What follows belongs to an exercise in optimizing a design on an open flow for small area, a short achievable clock period and few clock cycles; a production flow would make more cautious choices. Function was checked by simulation only, so behaviour that the tests miss may differ from the original.

==> flow/design.v (excerpt) <==
module rsa_modexp
#(
  parameter  int W   = 32,
  localparam int OPW = 2 * W
) (
  input  logic           clk,
  input  logic           rst_n,
  input  logic           start,
  input  logic [OPW-1:0] n,
  input  logic [OPW-1:0] exp,
  input  logic [OPW-1:0] msg,
  output logic [OPW-1:0] result,
  output logic           busy,
  output logic           done,
  output logic           err
);
Size in the first run: ~4300 cells after synthesis, about 470 flip-flops, roughly 0.042 mm2 of cells after synthesis.
clock: 10.5 ns
lec_check: 0
cap_margin: 20
core_margin: 2
core_utilization: 65
slew_margin: 20
standard.sh (not shown) runs the stock make flow with config.mk's settings and CLKGATE_MAP_FILE= SYNTH_SCRIPT=/design/flow/synth_recipe.tcl, a recipe that flattens the netlist after the stock synthesis.
==> flow/flow/run.sh <==
#!/bin/bash
# Standard ORFS layout (the standard.sh: its synthesis, SDC and clock
# period unchanged) with a larger setup repair margin, so that repair_timing
# aims for a shorter achieved period, and with buf_2 cells as the port
# buffers (every input and output port still gets one). make's full output
# goes to flow_make.log; ORFS keeps each step's log under orfs/logs.
set -euo pipefail
bash standard.sh SETUP_SLACK_MARGIN=6 "BUFFER_PORTS_ARGS=-buffer_cell sky130_fd_sc_hd__buf_2" finish > flow_make.log 2>&1
Testbench counts at the start, summed over its fixed seeds: cycles 96,602.
Then changed:
--- a/flow/design.v
+++ b/flow/design.v
@@ -104,19 +104,19 @@
       cpa_x = {r_s[OPW+1:0], 1'b0};
     else
       cpa_x = {k_xsx & r_s[OPW+1], r_s[OPW+1:0]};
     cpa_y  = ({XW{k_ysub}} & ~{3'b000, r_n})
            | ({XW{k_yadd}} & {3'b000, r_n})
            | ({XW{k_yc}} & r_c[XW-1:0])
            | ({XW{k_ya}} & {2'b00, r_a});
     cpa_ci = k_ysub || (k_yc && cin);
   end
-  localparam int LH = 34;
+  localparam int LH = 32;
   localparam int HH = XW - LH;
   logic [LH+1:0] cpa_lo;
   logic [HH:0]   cpa_hi0;
   logic [HH+1:0] cpa_hi1;
   assign cpa_lo  = {1'b0, cpa_x[LH-1:0], 1'b1} + {1'b0, cpa_y[LH-1:0], cpa_ci};
   assign cpa_hi0 = {1'b0, cpa_x[XW-1:LH]} + {1'b0, cpa_y[XW-1:LH]};
   assign cpa_hi1 = {1'b0, cpa_x[XW-1:LH], 1'b1} + {1'b0, cpa_y[XW-1:LH], 1'b1};
   assign cpa_sum = {cpa_lo[LH+1] ? cpa_hi1[HH+1:1] : cpa_hi0, cpa_lo[LH:1]};
   function automatic logic [2*TW-1:0] fa(input logic [TW-1:0] a, input logic [TW-1:0] b,
Result: Global-route usage decreases by 0.76 points; non-clock buffer count decreases by 40; routed wire length decreases by a few percent; flip-flop and latch count is unchanged; synthesized area decreases slightly; setup slack is worse by 0.014 ns; synthesized cell count decreases slightly; design area decreases slightly.
Testbench counts after the change, summed over its fixed seeds: cycles 96,602.

* * *

The RTL this note starts from:
==> flow/design.v <==
package rsa_pkg;
  localparam int ONE = 1;
endpackage
import rsa_pkg::*;
module rsa_modexp
#(
  parameter  int W   = 32,
  localparam int OPW = 2 * W
) (
  input  logic           clk,
  input  logic           rst_n,
  input  logic           start,
  input  logic [OPW-1:0] n,
  input  logic [OPW-1:0] exp,
  input  logic [OPW-1:0] msg,
  output logic [OPW-1:0] result,
  output logic           busy,
  output logic           done,
  output logic           err
);
  localparam int K    = 2;                   
  localparam int ITER = (66 + K - 1) / K;    
  localparam int RB   = K * ITER;            
  localparam int AW   = OPW + 1;             
  localparam int SW   = OPW + 2;             
  localparam int XW   = OPW + 3;             
  localparam int IW   = OPW + 4;             
  localparam int S_IDLE  = 0;
  localparam int S_CHK1  = 1;
  localparam int S_CHK2  = 2;
  localparam int S_CONV  = 3;
  localparam int S_CONVF = 4;
  localparam int S_MM    = 5;
  localparam int S_MMEND = 6;
  localparam int S_FIX   = 7;
  localparam int S_FBS   = 8;
  localparam int S_FBA   = 9;
  localparam int S_FBB   = 10;
  localparam int S_FBC   = 11;
  localparam int S_FBD   = 12;
  localparam int NS      = 13;
  localparam logic [1:0] OP_SQR = 2'd0;
  localparam logic [1:0] OP_MUL = 2'd1;
  localparam logic [1:0] OP_FIN = 2'd2;
  logic [NS-1:0]  r_st;
  logic           r_busy;
  logic           r_done;
  logic           r_err;
  logic [AW-1:0]  r_a;         
  logic [OPW-1:0] r_n;
  logic [OPW-1:0] r_e;
  logic [SW-1:0]  r_s;
  logic [SW-1:0]  r_c;
  logic [AW-1:0]  r_m;         
  logic [K-1:0]   r_d;         
  logic [6:0]     r_cnt;
  logic [6:0]     r_bc;        
  logic [1:0]     r_op;
  logic           r_mulpend;
  logic           r_lead;
  logic [1:0]     r_sub;
  logic           r_ge;
  logic [NS-1:0]  w_st;
  logic           w_busy;
  logic           w_done;
  logic           w_err;
  logic [AW-1:0]  w_a;
  logic [OPW-1:0] w_n;
  logic [OPW-1:0] w_e;
  logic [SW-1:0]  w_s;
  logic [SW-1:0]  w_c;
  logic [AW-1:0]  w_m;
  logic [K-1:0]   w_d;
  logic [6:0]     w_cnt;
  logic [6:0]     w_bc;
  logic [1:0]     w_op;
  logic           w_mulpend;
  logic           w_lead;
  logic [1:0]     w_sub;
  wire odd = r_n[0];
  wire sgn = r_s[SW-1];
  logic [XW-1:0] cpa_x;
  logic [XW-1:0] cpa_y;
  logic          cpa_ci;
  logic [XW:0]   cpa_sum;
  logic          y_sub;        
  logic          y_add;        
  logic          fb_bit;
  assign fb_bit = r_d[r_sub];
  always_comb begin
    if (r_st[S_CONV] || r_st[S_FBA])
      cpa_x = {r_s, 1'b0};
    else if (r_st[S_CONVF] || r_st[S_FBC] || r_st[S_FBD])
      cpa_x = {r_s[SW-1], r_s};
    else
      cpa_x = {1'b0, r_s};
    y_sub = r_st[S_CHK1] || r_st[S_FBB] || ((r_st[S_CONV] || r_st[S_FBC]) && !sgn);
    y_add = ((r_st[S_CONV] || r_st[S_FBC] || r_st[S_FBD]) && sgn) || (r_st[S_CONVF] && odd);
    cpa_y = ({XW{y_sub}} & ~{3'b000, r_n})
          | ({XW{y_add}} & {3'b000, r_n})
          | ({XW{r_st[S_MMEND]}} & {1'b0, r_c})
          | ({XW{r_st[S_FBA] && fb_bit}} & {2'b00, r_a});
    cpa_ci = y_sub;
  end
  assign cpa_sum = {1'b0, cpa_x} + {1'b0, cpa_y} + {{XW{1'b0}}, cpa_ci};
  logic [SW-1:0] mm_s;
  logic [SW-1:0] mm_c;
  always_comb begin
    logic [IW-1:0] s, c, p, r, s1, c1, s2, c2;
    logic          q;
    s = IW'(r_s);
    c = IW'(r_c);
    for (int j = 0; j < K; j++) begin
      p  = r_d[j] ? IW'(r_a) : '0;
      s1 = s ^ c ^ p;
      c1 = ((s & c) | (s & p) | (c & p)) << 1;
      q  = s1[0];
      r  = q ? IW'(r_n) : '0;
      s2 = s1 ^ c1 ^ r;
      c2 = (s1 & c1) | (s1 & r) | (c1 & r);
      s  = s2 >> 1;
      c  = c2;
    end
    mm_s = s[SW-1:0];
    mm_c = c[SW-1:0];
  end
  logic [RB-1:0] ya;
  logic [RB-1:0] ym;
  assign ya = RB'(r_a);
  assign ym = RB'(r_m);
  function automatic logic [K-1:0] chunk(input logic [RB-1:0] v, input logic [6:0] idx);
    chunk = v[idx*K +: K];
  endfunction
  logic [6:0]   nidx;
  logic [K-1:0] mm_next_d;
  logic [K-1:0] fb_next_d;
  assign nidx = r_cnt + 7'd1;
  always_comb begin
    case (r_op)
      OP_SQR:  mm_next_d = (nidx < 7'(ITER)) ? chunk(ya, nidx) : '0;
      OP_MUL:  mm_next_d = (nidx < 7'(ITER)) ? chunk(ym, nidx) : '0;
      default: mm_next_d = '0;
    endcase
  end
  assign fb_next_d = (r_op == OP_SQR) ? chunk(ya, r_cnt - 7'd1) : chunk(ym, r_cnt - 7'd1);
  wire e_zero  = (r_e == '0);
  wire n_small = (r_n[OPW-1:1] == '0);
  wire a_eq_n  = (r_a == {1'b0, r_n});
  always_comb begin
    logic [AW-1:0] newa;
    logic          pick;
    w_st      = '0;
    w_busy    = r_busy;
    w_done    = 1'b0;
    w_err     = r_err;
    w_a       = r_a;
    w_n       = r_n;
    w_e       = r_e;
    w_s       = r_s;
    w_c       = r_c;
    w_m       = r_m;
    w_d       = r_d;
    w_cnt     = r_cnt;
    w_bc      = r_bc;
    w_op      = r_op;
    w_mulpend = r_mulpend;
    w_lead    = r_lead;
    w_sub     = r_sub;
    newa      = cpa_sum[AW-1:0];
    pick      = 1'b0;
    if (r_st[S_IDLE]) begin
      w_n = n;
      w_e = exp;
      w_s = SW'(msg);
      if (start) begin
        w_st[S_CHK1] = 1'b1;
        w_busy       = 1'b1;
      end else begin
        w_st[S_IDLE] = 1'b1;
      end
    end
    if (r_st[S_CHK1]) w_st[S_CHK2] = 1'b1;
    if (r_st[S_CHK2]) begin
      if (n_small || r_ge) begin
        w_a          = '0;
        w_err        = 1'b1;
        w_st[S_IDLE] = 1'b1;
        w_busy       = 1'b0;
        w_done       = 1'b1;
      end else if (e_zero) begin
        w_a          = AW'(1);
        w_err        = 1'b0;
        w_st[S_IDLE] = 1'b1;
        w_busy       = 1'b0;
        w_done       = 1'b1;
      end else begin
        w_err        = 1'b0;
        w_cnt        = 7'(RB - 1);
        w_bc         = 7'd64;
        w_lead       = 1'b0;
        w_st[S_CONV] = 1'b1;
      end
    end
    if (r_st[S_CONV]) begin
      if (odd) w_s = cpa_sum[SW-1:0];
      if (!r_lead) begin
        w_e  = {r_e[OPW-2:0], 1'b0};
        w_bc = r_bc - 7'd1;
        if (r_e[OPW-1]) w_lead = 1'b1;
      end
      w_cnt = r_cnt - 7'd1;
      if (r_cnt == '0) w_st[S_CONVF] = 1'b1;
      else             w_st[S_CONV]  = 1'b1;
    end
    if (r_st[S_CONVF]) begin
      w_m  = newa;
      w_a  = newa;
      pick = 1'b1;
    end
    if (r_st[S_MM]) begin
      w_s   = mm_s;
      w_c   = mm_c;
      w_d   = mm_next_d;
      w_cnt = r_cnt + 7'd1;
      if (r_cnt == 7'(ITER - 1)) w_st[S_MMEND] = 1'b1;
      else                       w_st[S_MM]    = 1'b1;
    end
    if (r_st[S_MMEND]) begin
      w_a = newa;
      if (r_op == OP_FIN) begin
        w_st[S_FIX] = 1'b1;
      end else if (r_op == OP_SQR && r_mulpend) begin
        w_op       = OP_MUL;
        w_mulpend  = 1'b0;
        w_d        = r_m[K-1:0];
        w_s        = '0;
        w_c        = '0;
        w_cnt      = '0;
        w_st[S_MM] = 1'b1;
      end else begin
        pick = 1'b1;
      end
    end
    if (r_st[S_FIX]) begin
      if (a_eq_n) w_a = '0;
      w_st[S_IDLE] = 1'b1;
      w_busy       = 1'b0;
      w_done       = 1'b1;
    end
    if (r_st[S_FBS]) begin
      w_s         = '0;
      w_d         = (r_op == OP_SQR) ? chunk(ya, 7'(ITER - 1)) : chunk(ym, 7'(ITER - 1));
      w_cnt       = 7'(ITER - 1);
      w_sub       = 2'(K - 1);
      w_st[S_FBA] = 1'b1;
    end
    if (r_st[S_FBA]) begin
      w_s         = cpa_sum[SW-1:0];
      w_st[S_FBB] = 1'b1;
    end
    if (r_st[S_FBB]) begin
      w_s         = cpa_sum[SW-1:0];
      w_st[S_FBC] = 1'b1;
    end
    if (r_st[S_FBC]) begin
      w_s         = cpa_sum[SW-1:0];
      w_st[S_FBD] = 1'b1;
    end
    if (r_st[S_FBD]) begin
      w_s = cpa_sum[SW-1:0];
      if (r_sub == '0) begin
        if (r_cnt == '0) begin
          w_a = newa;
          if (r_op == OP_SQR && r_mulpend) begin
            w_op        = OP_MUL;
            w_mulpend   = 1'b0;
            w_st[S_FBS] = 1'b1;
          end else begin
            pick = 1'b1;
          end
        end else begin
          w_d         = fb_next_d;
          w_cnt       = r_cnt - 7'd1;
          w_sub       = 2'(K - 1);
          w_st[S_FBA] = 1'b1;
        end
      end else begin
        w_sub       = r_sub - 2'd1;
        w_st[S_FBA] = 1'b1;
      end
    end
    if (pick) begin
      if (r_bc == '0) begin
        if (odd) begin
          w_op       = OP_FIN;
          w_d        = K'(1);
          w_s        = '0;
          w_c        = '0;
          w_cnt      = '0;
          w_st[S_MM] = 1'b1;
        end else begin
          w_st[S_IDLE] = 1'b1;
          w_busy       = 1'b0;
          w_done       = 1'b1;
        end
      end else begin
        w_e       = {r_e[OPW-2:0], 1'b0};
        w_bc      = r_bc - 7'd1;
        w_mulpend = r_e[OPW-1];
        w_op      = OP_SQR;
        if (odd) begin
          w_d        = newa[K-1:0];
          w_s        = '0;
          w_c        = '0;
          w_cnt      = '0;
          w_st[S_MM] = 1'b1;
        end else begin
          w_st[S_FBS] = 1'b1;
        end
      end
    end
    if (r_st == '0) begin
      w_st[S_IDLE] = 1'b1;
      w_busy       = 1'b0;
    end
  end
  always_ff @(posedge clk or negedge rst_n) begin
    if (!rst_n) begin
      r_st    <= NS'(1);
      r_busy  <= 1'b0;
      r_done  <= 1'b0;
      r_err   <= 1'b0;
      r_a     <= '0;
    end else begin
      r_st    <= w_st;
      r_busy  <= w_busy;
      r_done  <= w_done;
      r_err   <= w_err;
      r_a     <= w_a;
    end
  end
  always_ff @(posedge clk) begin
    r_n       <= w_n;
    r_e       <= w_e;
    r_s       <= w_s;
    r_c       <= w_c;
    r_m       <= w_m;
    r_d       <= w_d;
    r_cnt     <= w_cnt;
    r_bc      <= w_bc;
    r_op      <= w_op;
    r_mulpend <= w_mulpend;
    r_lead    <= w_lead;
    r_sub     <= w_sub;
    r_ge      <= cpa_sum[XW];
  end
  assign busy   = r_busy;
  assign done   = r_done;
  assign result = r_a[OPW-1:0];
  assign err    = r_err;
endmodule
==> flow/config.mk <==
export PLATFORM = sky130hd
export DESIGN_NAME = rsa_modexp
export DESIGN_NICKNAME = rsa_modexp
export VERILOG_FILES = /design/flow/design.v
export SDC_FILE = /design/flow/constraint.sdc
export NUM_CORES = 4
export LEC_CHECK = 0
export CAP_MARGIN = 20
export CORE_MARGIN = 2
export CORE_UTILIZATION = 45
export SLEW_MARGIN = 20
==> flow/constraint.sdc <==
create_clock -name core_clock -period 10.5 [get_ports {clk}]
set_input_delay 2.1000 -clock core_clock [delete_from_list [all_inputs] [get_ports {clk}]]
set_output_delay 2.1000 -clock core_clock [all_outputs]
set_load 0.01 [all_outputs]
==> flow/flow/run.sh <==
#!/bin/bash
# Standard ORFS layout with a larger setup repair margin; the SDC and clock
# period are the standard flow's, unchanged. make's full output goes to flow_make.log.
set -euo pipefail
bash standard.sh SETUP_SLACK_MARGIN=7 finish > flow_make.log 2>&1
Testbench counts at the start, summed over its fixed seeds: cycles 169,044.
Then changed:
--- a/flow/design.v
+++ b/flow/design.v
@@ -18,7 +18,7 @@
   output logic           done,
   output logic           err
 );
-  localparam int K    = 2;                   
+  localparam int K    = 3;                   
   localparam int ITER = (66 + K - 1) / K;    
   localparam int RB   = K * ITER;            
   localparam int AW   = OPW + 1;             
Global-route usage shrinks by 2.1 points.
Non-clock buffer count grows by 74.
Critical path depth shrinks by 3.
Final area grows by 9.5%.
Via count grows by 8.5%.
Clock-buffer cell count shrinks by 4.
Synthesized area grows by 12%.
Synthesized cell count grows by 14%.
Register-to-register slack degrades by 0.86 ns.
Worst setup slack degrades by 0.86 ns.
Testbench counts after the change, summed over its fixed seeds: cycles 115,826.

re-timing with driven ports:
The flow's constraints put no driver on any port. The routed layouts listed below were extracted and timed again, unchanged, in two steps. Step 1, drivers: a clkbuf_16 drives clk and a buf_2 each remaining input, both assumed. Step 2 adds t to the input delays and takes it off the output delays; t is the mean of the earliest and latest rising clock arrival at the registers after step 1. Input paths then give back, and output paths get back, about the clock's delay inside the block. Three values: ideal ports, drivers, drivers and shift; two values: the first two.
| run | t, ns | setup slack, ns | worst setup path at the end | worst register clock-pin slew, ns | pins driven straight from the clock port |
|---|---|---|---|---|---|
| the first run of note 1 | 0.699 | 6.045 / 6.045 / 6.045 | register to register | 0.07 / 0.07 | 1 |
| the second run of note 1 | 0.710 | 6.030 / 6.030 / 6.030 | register to register | 0.07 / 0.07 | 1 |
| the first run of note 2 | 0.704 | 5.937 / 5.937 / 5.937 | register to register | 0.06 / 0.06 | 1 |
| the second run of note 2 | 0.720 | 5.077 / 5.077 / 5.077 | register to register | 0.07 / 0.07 | 1 |
After both steps every run listed still meets setup and hold.
